Background: an optimization exercise with open tools, aiming at small area and a short achievable clock period. Do not read the settings as production practice. The RTL was checked by simulation tests, not by an equivalence proof against the original design. No activity file was given, so power comes from the tool's default toggle rates.

===== flow/flow/run.sh =====
#!/bin/bash
# Own layout flow: the standard layout (standard.sh) with the clock tree
# built without dummy loads. Each make run's full output goes to a log file
# of its own in this folder; ORFS's per-step logs are under orfs/logs.
set -euo pipefail
export CTS_ARGS="-sink_clustering_enable -repair_clock_nets -dont_use_dummy_load -sink_clustering_size 30 -sink_clustering_max_diameter 70"
bash standard.sh synth > log_synth.txt 2>&1
bash standard.sh floorplan > log_floorplan.txt 2>&1
bash standard.sh place > log_place.txt 2>&1
bash standard.sh cts > log_cts.txt 2>&1
bash standard.sh route > log_route.txt 2>&1
bash standard.sh finish > log_finish.txt 2>&1

===== flow/config.mk =====
export PLATFORM = sky130hd
export DESIGN_NAME = data_mem_responder
export DESIGN_NICKNAME = data_mem_responder
export VERILOG_FILES = /design/flow/design.v
export SDC_FILE = /design/flow/constraint.sdc
export NUM_CORES = 4
export LEC_CHECK = 0
export CAP_MARGIN = 20
export CORE_MARGIN = 2
export CORE_UTILIZATION = 50
export SETUP_SLACK_MARGIN = 2.6
export SLEW_MARGIN = 20
export SYNTH_HIERARCHICAL = 1
export SYNTH_MINIMUM_KEEP_SIZE = 0

===== flow/constraint.sdc =====
create_clock -name core_clock -period 5.2 [get_ports {Clock}]
set_input_delay 1.0400 -clock core_clock [delete_from_list [all_inputs] [get_ports {Clock}]]
set_output_delay 1.0400 -clock core_clock [all_outputs]
set_load 0.01 [all_outputs]

===== flow/standard.sh =====
#!/bin/bash
# synth_recipe.tcl (not shown) runs the flow's synth.tcl, then flattens the netlist and writes it again
# the make line also repeats each setting of config.mk as NAME=value (left out here)
make -C /OpenROAD-flow-scripts/flow DESIGN_CONFIG=/design/flow/config.mk WORK_HOME=/design/flow/orfs CLKGATE_MAP_FILE= SYNTH_SCRIPT=/design/flow/synth_recipe.tcl "${@:-finish}"

===== flow/design.v =====
package mem_pkg;
   localparam int WORD_SIZE = 16;
endpackage
module sp_ram #(
   parameter int WORD_SIZE = 16,
   parameter int DEPTH     = 256
) (
   input  logic                 clk,
   input  logic [15:0]          rlo,
   input  logic [DEPTH/16-1:0]  rhi,
   input  logic [15:0]          we_lo,
   input  logic [DEPTH/16-1:0]  whi,
   input  logic [WORD_SIZE-1:0] wdata,
   output logic [WORD_SIZE-1:0] rdata
);
   logic                       ph;
   logic [DEPTH*WORD_SIZE-1:0] q;
   logic [WORD_SIZE-1:0]       col;
   logic [DEPTH-1:0]           wr, wr_n, sel_n;
   logic [WORD_SIZE-1:0]       rd_q;
   always_ff @(posedge clk) ph <= ~ph;
   assign col = wdata ^ {WORD_SIZE{ph}};
   for (genvar r = 0; r < DEPTH; r++) begin : g_row
      g_nand2 u_sel (.a(rlo[r % 16]), .b(rhi[r / 16]), .y(sel_n[r]));
      g_and2  u_wr  (.a(we_lo[r % 16]), .b(whi[r / 16]), .y(wr[r]));
      g_nand2 u_wrn (.a(we_lo[r % 16]), .b(whi[r / 16]), .y(wr_n[r]));
      always_ff @(posedge clk)
         q[r*WORD_SIZE +: WORD_SIZE] <= ~((q[r*WORD_SIZE +: WORD_SIZE] | {WORD_SIZE{wr[r]}}) &
                                          ({WORD_SIZE{wr_n[r]}} | col));
   end
   for (genvar b = 0; b < WORD_SIZE; b++) begin : g_col
      logic [DEPTH/2-1:0] pr;
      for (genvar p = 0; p < DEPTH / 2; p++) begin : g_pair
         rd_pair u_pair (
            .q0 (q[(2*p)*WORD_SIZE + b]),
            .q1 (q[(2*p+1)*WORD_SIZE + b]),
            .s0n(sel_n[2*p]),
            .s1n(sel_n[2*p+1]),
            .y  (pr[p])
         );
      end
      rd_tree u_tree (.a(pr), .y_n(rd_q[b]));
   end
   assign rdata = rd_q ^ {WORD_SIZE{ph}};
endmodule
module rd_pair (
   input  logic q0,
   input  logic q1,
   input  logic s0n,
   input  logic s1n,
   output logic y
);
   assign y = ~((q0 | s0n) & (q1 | s1n));
endmodule
module rd_tree (
   input  logic [127:0] a,
   output logic         y_n
);
   logic [63:0] l1;    
   logic [31:0] l2;    
   logic [15:0] l3;    
   logic [7:0]  l4;    
   logic [3:0]  l5;    
   logic [1:0]  l6;    
   for (genvar i = 0; i < 64; i++) begin : g_l1
      g_nor2 u (.a(a[2*i]), .b(a[2*i+1]), .y(l1[i]));
   end
   for (genvar i = 0; i < 32; i++) begin : g_l2
      g_nand2 u (.a(l1[2*i]), .b(l1[2*i+1]), .y(l2[i]));
   end
   for (genvar i = 0; i < 16; i++) begin : g_l3
      g_nor2 u (.a(l2[2*i]), .b(l2[2*i+1]), .y(l3[i]));
   end
   for (genvar i = 0; i < 8; i++) begin : g_l4
      g_nand2 u (.a(l3[2*i]), .b(l3[2*i+1]), .y(l4[i]));
   end
   for (genvar i = 0; i < 4; i++) begin : g_l5
      g_nor2 u (.a(l4[2*i]), .b(l4[2*i+1]), .y(l5[i]));
   end
   for (genvar i = 0; i < 2; i++) begin : g_l6
      g_nand2 u (.a(l5[2*i]), .b(l5[2*i+1]), .y(l6[i]));
   end
   g_nor2 u_l7 (.a(l6[0]), .b(l6[1]), .y(y_n));
endmodule
module g_nor2 (
   input  logic a,
   input  logic b,
   output logic y
);
   assign y = ~(a | b);
endmodule
module g_nand2 (
   input  logic a,
   input  logic b,
   output logic y
);
   assign y = ~(a & b);
endmodule
module g_and2 (
   input  logic a,
   input  logic b,
   output logic y
);
   assign y = a & b;
endmodule
import mem_pkg::*;
module data_mem_responder #(
   parameter int DEPTH       = 256,
   parameter int WAIT_STATES = 2
) (
   input  logic                 Clock,
   input  logic                 Reset,
   input  logic [WORD_SIZE-1:0] Addr,
   input  logic [WORD_SIZE-1:0] WrData,
   input  logic                 Write,
   input  logic                 Read,
   output logic [WORD_SIZE-1:0] RdData,
   output logic                 Waitreq,
   output logic                 ProtoErr
   ,
   output logic [WORD_SIZE-1:0] ReadCount,
   output logic [WORD_SIZE-1:0] WriteCount
);
   logic                 w1, w2;         
   logic                 w2rd;           
   logic [WORD_SIZE-1:0] a_l;            
   logic [WORD_SIZE-1:0] d_l;            
   logic                 op_l;           
   logic [15:0]          rlo, rhi;       
   logic [7:0]           wa_l;           
   logic [15:0]          we_lo;          
   logic [15:0]          whi;            
   logic [WORD_SIZE-1:0] ram_rdata;      
   logic [WORD_SIZE-1:0] rd_hold;        
   logic [WORD_SIZE-1:0] rd_done;        
   logic [WORD_SIZE-1:0] hold_nxt;
   logic                 req;
   logic                 go;             
   logic                 done;
   logic                 proto_hit;
   assign req  = Read | Write;
   assign go   = req & ~Reset;
   assign done = go & w2;
   logic read_n, write_n, reset_n, req_n_o;
   g_inv u_rdn (.a(Read),  .y(read_n));
   g_inv u_wrn (.a(Write), .y(write_n));
   g_inv u_rsn (.a(Reset), .y(reset_n));
   for (genvar i = 0; i < WORD_SIZE; i++) begin : g_out
      logic t_done, t_idle, t_rst;
      g_o211ai u_t1 (.a1(Read), .a2(Write), .b1(rd_done[i]), .c1(reset_n), .y(t_done));
      g_nand3  u_t2 (.a(rd_hold[i]), .b(read_n), .c(write_n), .y(t_idle));
      g_nand2  u_t3 (.a(rd_hold[i]), .b(Reset), .y(t_rst));
      g_nand3  u_o  (.a(t_done), .b(t_idle), .c(t_rst), .y(RdData[i]));
   end
   g_nor2 u_reqn (.a(Read), .b(Write), .y(req_n_o));
   g_nor3 u_wq (.a(req_n_o), .b(Reset), .c(w2), .y(Waitreq));
   always_comb begin
      proto_hit = Read & Write;
      if ((w1 | w2) & ~req) proto_hit = 1'b1;
      if (w1 & req & ((Addr != a_l) | (WrData != d_l) | (Write != op_l))) proto_hit = 1'b1;
   end
   assign hold_nxt = (go & w2rd) ? rd_done : rd_hold;
   always_ff @(posedge Clock) begin
      if (Reset) begin
         w1       <= 1'b0;
         w2       <= 1'b0;
         w2rd     <= 1'b0;
         rd_hold  <= '0;
         rd_done  <= '0;
         ProtoErr <= 1'b0;
      end else begin
         w1      <= ~w1 & ~w2 & req;
         w2      <= w1 & req;
         w2rd    <= w1 & req & ~op_l;
         rd_hold <= hold_nxt;
         rd_done <= (w1 & req & ~op_l) ? ram_rdata : hold_nxt;
         if (proto_hit) ProtoErr <= 1'b1;
      end
   end
   always_ff @(posedge Clock) begin
      a_l <= Addr;
      rlo <= 16'(1) << Addr[3:0];
      rhi <= 16'(1) << Addr[7:4];
   end
   always_ff @(posedge Clock) begin
      if (~w1 & ~w2) begin
         d_l  <= WrData;
         op_l <= Write;
         wa_l <= Addr[7:0];
      end
   end
   always_ff @(posedge Clock) we_lo <= {16{done & op_l}} & (16'(1) << wa_l[3:0]);
   assign whi = 16'(1) << wa_l[7:4];
   always_ff @(posedge Clock) begin
      if (Reset) begin
         ReadCount  <= '0;
         WriteCount <= '0;
      end else if (done) begin
         if (~op_l) begin
            if (ReadCount != '1)
               ReadCount <= ReadCount + WORD_SIZE'(1);
         end else if (WriteCount != '1) begin
            WriteCount <= WriteCount + WORD_SIZE'(1);
         end
      end
   end
   sp_ram #(
      .WORD_SIZE(WORD_SIZE),
      .DEPTH    (DEPTH)
   ) u_ram (
      .clk  (Clock),
      .rlo  (rlo),
      .rhi  (rhi),
      .we_lo(we_lo),
      .whi  (whi),
      .wdata(d_l),
      .rdata(ram_rdata)
   );
endmodule
module g_inv (
   input  logic a,
   output logic y
);
   assign y = ~a;
endmodule
module g_nand3 (
   input  logic a,
   input  logic b,
   input  logic c,
   output logic y
);
   assign y = ~(a & b & c);
endmodule
module g_o211ai (
   input  logic a1,
   input  logic a2,
   input  logic b1,
   input  logic c1,
   output logic y
);
   assign y = ~((a1 | a2) & b1 & c1);
endmodule
module g_nor3 (
   input  logic a,
   input  logic b,
   input  logic c,
   output logic y
);
   assign y = ~(a | b | c);
endmodule

==> qor.yml, run 1 <==
status: "no timing/DRC/antenna violations"
dieArea_um2: 293000
via_per_inst: 7.00
grt_overflow_total: 0
gp_congestion: 0.927
io_pins: 86
synth_top_family_by_area: "compound AO/OA/AOI/OAI gates"
hold_class: "register to register"
cts.path.max_buffers: 4
place_hpwl_um: 332000
synth.cell_area_um2: 144000
area_growth_pct: 11.3
clkPwrFrac_pct: 32.3
critPathMaxFanout: 16
fin_crit_ps: 2890
swShare_pct: 23.3
syn_inst: 15148
drt-pass1-iter-count: 6
synthMuxAreaShare_pct: 0.0771
port_buffers: 85
gr-usage-all-layers_pct: 35.0
synth_top_area_share_pct: 58.6
yosys.area.top_type: "dfxtp_1"
drive_gt1_share_pct: 12.5
cap_violations: 0
startpoint_type: "register"
ff_latch_area_um2: 85700
critPathRequiredTime_ps: 6030
synth_edf_count: 25
p_int_w: 0.0404
grt_first_pass_wirelength_um: 785000
fin_setup_tns_ps: 0
switchingPower_w: 0.0123
antenna_found_initial: 15
period_share_pct: 55.5
synth_top_flop_cell: "dfxtp_1"
leakage_nw: 60.2
die_y_um: 542
grt_pass1_vias: 118645
relSlewSlack_pct: 14.1
drt_iter0_markers: 17118
cts_sinks: 4254
die_w_um: 542
initial_core_util_pct: 50.2
worstPathArrival_ps: 3710
hold_violations: 0
route.final.wire_length_um: 544000
synth_area_leaders: "dfxtp_1, o22ai_1, nor2_1, nand2_1, clkbuf_1"
clkLatencyLatePin_ps: 960
num_rows: 197
nets: 14480
p_comb_share_pct: 5.1
rsz0062_at_grt: "yes"
synth_fp_nets: 15186
synth_simple_gate_area_share_pct: 8.72
synthAdderAreaFrac_pct: 0.0173
ant_nets: 0
drcViolationCount: 0
ir_worst_vdd_v: 0.000316
yosysWarningCount: 8
setup_viol: 0
synth_compound_area_share_pct: 27.0
end_kind: "register"
wl_per_cell_um: 29.9
via_count: 127517
worst_pin_slew_ps: 1290
synth_seq_cells: 4254
setup_slack_ps: 2310
critPathKind: "register to register"
grt_max_degree: 128
clk_pin_slew_worst_paths_ps: 90
multi_input_area_um2: 58500
place_area_um2: 146000
async_reset_ff_share_pct: 0
nFillCells: 24768
skew_ps: 95.8
dp_slack_ps: 631
cts_max_level: 4
power.share.sequential_pct: 62.6
syn_area_per_cell_um2: 9.54
synth-seq-area-share_pct: 59.1
cts_tree: "yes"
power.density_nw_per_um2: 328
slew_viol_final: 0
root_buffer: "clkbuf_16"
power_w: 0.0527
yosys.area_share.xor_xnor_pct: 0.543
clock.fmax_mhz: 347
design_area_um2: 161000
ys_types: 56
core-area_um2: 288000
cts_hold_buf: 0
cts_buffers: 200
postLayoutCoreUtil_pct: 55.9
[cell type report]
cell class                      count  share of cell area [%]
Clock buffer                      200                    3.11
Timing Repair Buffer              574                    4.20
Antenna cell                        4                 0.00622
Sequential cell                  4254                    53.3
Inverter                           11                  0.0327
Tap cell                         3781                    2.94
Multi-Input combinational cell   9401                    36.4
[metal layers]
layer  vias to the layer above  wire, µm  part of all wire (%)  global-route usage [%]
met1                     63207    219000                    40                    46.7
li1                      56029         -                     -                       -
met2                      7112    242000                    45                    53.5
met3                      1163     49700                   9.1                    6.33
met4                         6     33200                   6.1                    19.4
met5                         -        38                0.0070                       0
[Yosys cell counts, types with 18 or more instances]
master	number
o22ai_1	6145
dfxtp_1	4229
nor2_1	1426
nand2_1	1235
clkbuf_1	538
buf_1	512
buf_2	335
and2_1	256
buf_4	108
xor2_1	53
nand3_1	44
nand2b_1	36
nor3_1	30
edfxtp_1	25
nor4_1	18
xnor2_1	18
[power by group through the flow]
stage / Sequential (W) / Combinational (W) / Clock [W]
2_1_floorplan: 0.0337 / 0.00134 / 0
3_3_place_gp: 0.0338 / 0.00219 / 0
3_5_place_dp: 0.0338 / 0.00225 / 0
4_1_cts: 0.0330 / 0.00254 / 0.0172
5_1_grt: 0.0330 / 0.00272 / 0.0183
6_report: 0.0330 / 0.00269 / 0.0171
[worst max-delay path, cell delays in order, from the launching register on]
cell and delay (ps):
dfxtp_4 430, buf_4 220, nand2_8 150, o22ai_1 100
nor2_1 320, nand2_1 120, nor2_2 310, nand2_1 260
nor2_2 270, nand2_1 150, nor2_1 150, xor2_1 80
o22a_1 220
[per-module statistics from Yosys (local to each module, per instance), a selection]
module / area, µm² / cells inside / flip-flops and latches
data_mem_responder: 5690 / 529 / 157
g_o211ai: 12.5 / 1 / 0
g_nor3: 10.0 / 1 / 0
g_and2: 6.26 / 1 / 0
rd_pair: 6.26 / 1 / 0
g_nand3: 5.00 / 1 / 0
g_inv: 3.75 / 1 / 0
g_nand2: 3.75 / 1 / 0
g_nor2: 3.75 / 1 / 0
[logic make-up after synthesis]
kind of cell,count (synthesis)
compound gates,6214
flops,4254
simple gates,3078
buf+inv,1508
xor+xnor,81
mux,11
fa+ha+maj,2
[registers in the layout, indices dropped and copies added (netlist names), 8 cells and up]
| signal | count |
|---|---|
| rhi | 16 |
| rd_hold | 16 |
| WriteCount | 16 |
| we_lo | 16 |
| ReadCount | 16 |
| d_l | 16 |
| wa_l | 8 |
| rd_done | 16 |
| u_ram.q | 4096 |
| a_l | 16 |
| rlo | 16 |
[layout by cell type, fill, tap and decap left out, drive strengths merged, types with 10 or more instances in the layout]
master | netlist | final
o22ai | 6145 | 6145
dfxtp | 4229 | 4229
nor2 | 1427 | 1428
nand2 | 1235 | 1249
buf | 957 | 510
and2 | 258 | 258
clkbuf | 540 | 205
xor2 | 63 | 63
nand3 | 45 | 45
nand2b | 36 | 36
clkdlybuf4s50 | 0 | 32
nor3 | 32 | 32
edfxtp | 25 | 25
clkdlybuf4s15 | 0 | 22
nor4 | 20 | 20
xnor2 | 18 | 18
o211ai | 18 | 18
o22a | 16 | 16
o21ai | 15 | 15
mux2i | 10 | 10
nand4 | 10 | 10
[stage by stage]
step | instances | hold WS, ps
6_report | 18225 | 442
5_1_grt | 18222 | 454
4_1_cts | 18060 | 446
3_5_place_dp | 17657 | 438
3_3_place_gp | 17656 | 429
2_1_floorplan | 15148 | 422
[path summary, 6_finish.rpt]
kind                              startpoint      endpoint  slack (ps)  depth (start not counted)
worst max-delay path                 rlo[10]    rd_done[4]        2310                         12
worst min-delay path            u_ram.q[526]  u_ram.q[526]         440                          1
worst min register to register  u_ram.q[526]  u_ram.q[526]         440                          1
worst max register to register       rlo[10]    rd_done[4]        2310                         12
[repair_timing]
action / 4_1_cts / 5_1_grt
resized for setup: 1431 / 434
pin swaps: 137 / 224
endpoints found under the setup margin: 1671 / 797
gates cloned: 15 / 12
setup buffers: 188 / 149
==> inputs of run 2 (changes only) <==
--- a/flow/flow/run.sh
+++ b/flow/flow/run.sh
@@ -5,3 +5,3 @@
 set -euo pipefail
-export CTS_ARGS="-sink_clustering_enable -repair_clock_nets -dont_use_dummy_load -sink_clustering_size 30 -sink_clustering_max_diameter 70"
+export CTS_ARGS="-sink_clustering_enable -repair_clock_nets -dont_use_dummy_load -sink_clustering_size 14 -sink_clustering_max_diameter 45 -sink_clustering_buffer sky130_fd_sc_hd__clkbuf_8"
 bash standard.sh synth > log_synth.txt 2>&1
--- a/flow/config.mk
+++ b/flow/config.mk
@@ -14 +14,2 @@
 export SYNTH_MINIMUM_KEEP_SIZE = 0
+export TNS_END_PERCENT = 10
==> run 2 against run 1 <==
  * Design area fell by 0.75%
  * Die area stayed put
  * Power increased by 4.8%
  * Clock power increased by 15%
  * Global-route usage grew 0.81 points
  * Sequential share of layout area is 0.38 points higher
  * Synthesized cell count stayed put
  * Count of clock-buffer cells in the layout is 272 higher
  * Routed wire length up 1.7%
  * Cell count rose by 0.53%
  * Critical path type unchanged
  * Critical endpoint is now rd_done[13]
  * Largest cell class unchanged
==> qor.yml, run 2 <==
status: "no timing/DRC/antenna violations"
core-area_um2: 288000
cts_tree: "yes"
synth-seq-area-share_pct: 59.1
ant_nets: 0
cts_buffers: 472
grt_pass1_vias: 120005
die_w_um: 542
grt_max_degree: 142
drive_gt1_share_pct: 11.7
cp_slowest_cell: "dfxtp_4"
power.share.sequential_pct: 59.8
synth_seq_cells: 4254
swShare_pct: 23.7
hold_violations: 0
num_rows: 197
gp_congestion: 0.973
synth_edf_count: 25
clkPwrFrac_pct: 35.7
ir_worst_vdd_v: 0.000262
yosysWarningCount: 8
drt_iter0_markers: 17095
syn_area_per_cell_um2: 9.54
hold_class: "input port to register"
setup_viol: 0
fin_setup_tns_ps: 0
dieArea_um2: 293000
nFillCells: 25098
layout_commonest_cell: "o22ai_1"
yosysMostFrequentCell: "o22ai_1"
root_buffer: "clkbuf_16"
max_stage_delay_ps: 420
synth.cell_area_um2: 144000
cap_violations: 0
rsz0062_at_grt: "yes"
cts_max_level: 5
via_count: 129127
synth_top_flop_cell: "dfxtp_1"
synthTopCellsByCount: "o22ai_1, dfxtp_1, nor2_1"
crit_buf_inv: 1
synth_area_leaders: "dfxtp_1, o22ai_1, nor2_1, nand2_1, clkbuf_1"
gr-usage-all-layers_pct: 35.8
grt_overflow_total: 0
nets: 14567
critPathMaxFanout: 8
largest_register: "u_ram.q"
critPathRequiredTime_ps: 6000
synth_top_area_share_pct: 58.6
period_share_pct: 54.9
p_comb_share_pct: 4.6
antenna_found_initial: 12
p_int_w: 0.0421
worst_pin_slew_ps: 1330
drt-pass1-iter-count: 9
cpLargestDelayFamily: "simple AND/OR/NAND/NOR gates"
async_reset_ff_share_pct: 0
slew_viol_final: 0
via_per_inst: 7.05
synth_fp_nets: 15186
clock.fmax_mhz: 350
switchingPower_w: 0.0131
port_buffers: 85
route.final.wire_length_um: 554000
clk_pin_slew_worst_paths_ps: 70
largest_register_ffs: 4096
die_y_um: 542
startpoint_type: "register"
power.density_nw_per_um2: 346
syn_inst: 15148
drcViolationCount: 0
io_pins: 86
path_cells: "buf_8, nand2_8, o22ai_1, nor2_2, nand2_1, nor2_4, nand2_2, nor2_4, nand2_4, nor2_1, xor2_1, o22a_1"
multi_input_area_um2: 57600
postLayoutCoreUtil_pct: 55.5
critPathKind: "register to register"
cts_sinks: 4254
area_growth_pct: 10.5
grt_first_pass_wirelength_um: 800000
fin_crit_ps: 2860
skew_ps: 81.4
initial_core_util_pct: 50.2
place_hpwl_um: 338000
layout_common_cells: "o22ai_1, dfxtp_1, nor2_1, nand2_1, clkbuf_8"
cpMostUsedCell: "nor2_4"
clkLatencyLatePin_ps: 940
yosys.area.top_type: "dfxtp_1"
relSlewSlack_pct: 11.4
wl_per_cell_um: 30.2
ys_types: 56
ff_latch_area_um2: 85700
end_kind: "register"
worstPathArrival_ps: 3660
leakage_nw: 59.9
cts.path.max_buffers: 4
[run 2: changes by cell type in the layout (fill, tap and decap cells not counted), moves of 27 or more]
cell / before / now
nor2_1: 1105 / 1142
nand2_1: 806 / 880
nor2_4: 143 / 116
nand2_8: 133 / 94
and2_2: 78 / 7
nand2_2: 173 / 124
buf_4: 302 / 177
and2_1: 179 / 251
clkbuf_16: 205 / 38
buf_12: 127 / 90
clkbuf_8: 0 / 435
[run 2: worst paths after layout]
path | depth (start not counted) | slack, ps | end | startpoint
worst max-delay path | 12 | 2340 | rd_done[13] | rlo[3]
worst min-delay path | 2 | 440 | ProtoErr | Reset
worst max register to register | 12 | 2340 | rd_done[13] | rlo[3]
worst min register to register | 1 | 440 | u_ram.q[69] | u_ram.q[69]
[run 2: power groups by stage]
stage               clock, W  combinational, W  sequential (W)
global placement           0           0.00222          0.0338
floorplan                  0           0.00134          0.0337
detailed placement         0           0.00227          0.0338
global route          0.0211           0.00254          0.0330
finish                0.0197           0.00252          0.0330
CTS                   0.0199           0.00242          0.0330
[run 2: per-stage QoR]
stage / instance area (µm²) / std cells / power [W] / setup WS [ps] / hold WS (ps)
finish: 160000 / 18322 / 0.0553 / 2340 / 442
global route: 160000 / 18309 / 0.0567 / 2330 / 425
CTS: 158000 / 18247 / 0.0553 / 2360 / 364
detailed placement: 145000 / 17658 / 0.0360 / 578 / 438
global placement: 145000 / 17657 / 0.0360 / 425 / 430
floorplan: 144000 / 15148 / 0.0350 / 2240 / 422
[run 2: modules after synthesis (local to each module, per instance), excerpt]
module              cells  cell area [µm²]  flops+latches  copies in the design
rd_pair                 1             6.26              0                  2048
g_nand2                 1             3.75              0                  1200
data_mem_responder    529             5690            157                     1
g_nor2                  1             3.75              0                  1361
g_nand3                 1             5.00              0                    32
g_o211ai                1             12.5              0                    16
g_and2                  1             6.26              0                   256
g_nor3                  1             10.0              0                     1
g_inv                   1             3.75              0                     3
[run 2: layout make-up]
class / instances / share of cell area [%]
antenna: 14 / 0.0219
clock buffer: 472 / 4.33
inverter: 11 / 0.0329
multi-input combinational: 9397 / 36.1
sequential: 4254 / 53.7
tap: 3781 / 2.96
timing repair buffer: 393 / 2.89
[run 2: cell families (layout without fill, tap and decap cells)]
logic type      count (synthesis)  in the layout  share of synthesized area [%]
compound gates               6214           6214                           27.0
flops                        4254           4254                           59.1
simple gates                 3078           3089                           8.72
buf+inv                      1508            876                           4.51
xor+xnor                       81             81                          0.543
mux                            11             11                         0.0771
fa+ha+maj                       2              2                         0.0173
other cells                     0             14                              0
[run 2: timing repair]
item	CTS	global route
hold buffers	0	0
endpoints found under the setup margin	873	527
cloned	11	3
resized for setup	1239	315
buffers inserted	106	58
hold endpoints to repair	0	0
pin swaps	128	162
[run 2: per-layer routing]
metal | part of all wire [%] | global-route usage (%)
met3 | 9.7 | 6.39
met1 | 41 | 48.8
met5 | 0.0025 | 0
met2 | 43 | 52.6
met4 | 6.4 | 21.9

## static timing again, ports no longer ideal
How much do the figures lean on ideal ports? The routed layouts below were timed once more, with nothing changed but the port constraints. Step 1, drivers: a clkbuf_16 drives Clock and a buf_2 each remaining input, both assumed. Step 2 also shifts input and output timing later by t, the mid clock arrival at the registers, as if the neighbouring blocks saw the same clock. Slacks: no drivers / after step 1 / after step 2; pairs: no drivers / after step 1.
run | t (ns) | setup WS [ns] | slew at the worst register clock pin (ns) | cell pins on the clock port's net
run 1 | 1.018 | 2.315 / 2.210 / 1.879 | 0.12 / 0.12 | 1
run 2 | 1.009 | 2.343 / 2.288 / 1.646 | 0.09 / 0.09 | 1
After both steps setup and hold are still met in every run listed. The setup slack of run 2, which loses most, moves by -0.055 ns with the drivers and by -0.697 ns with both steps.
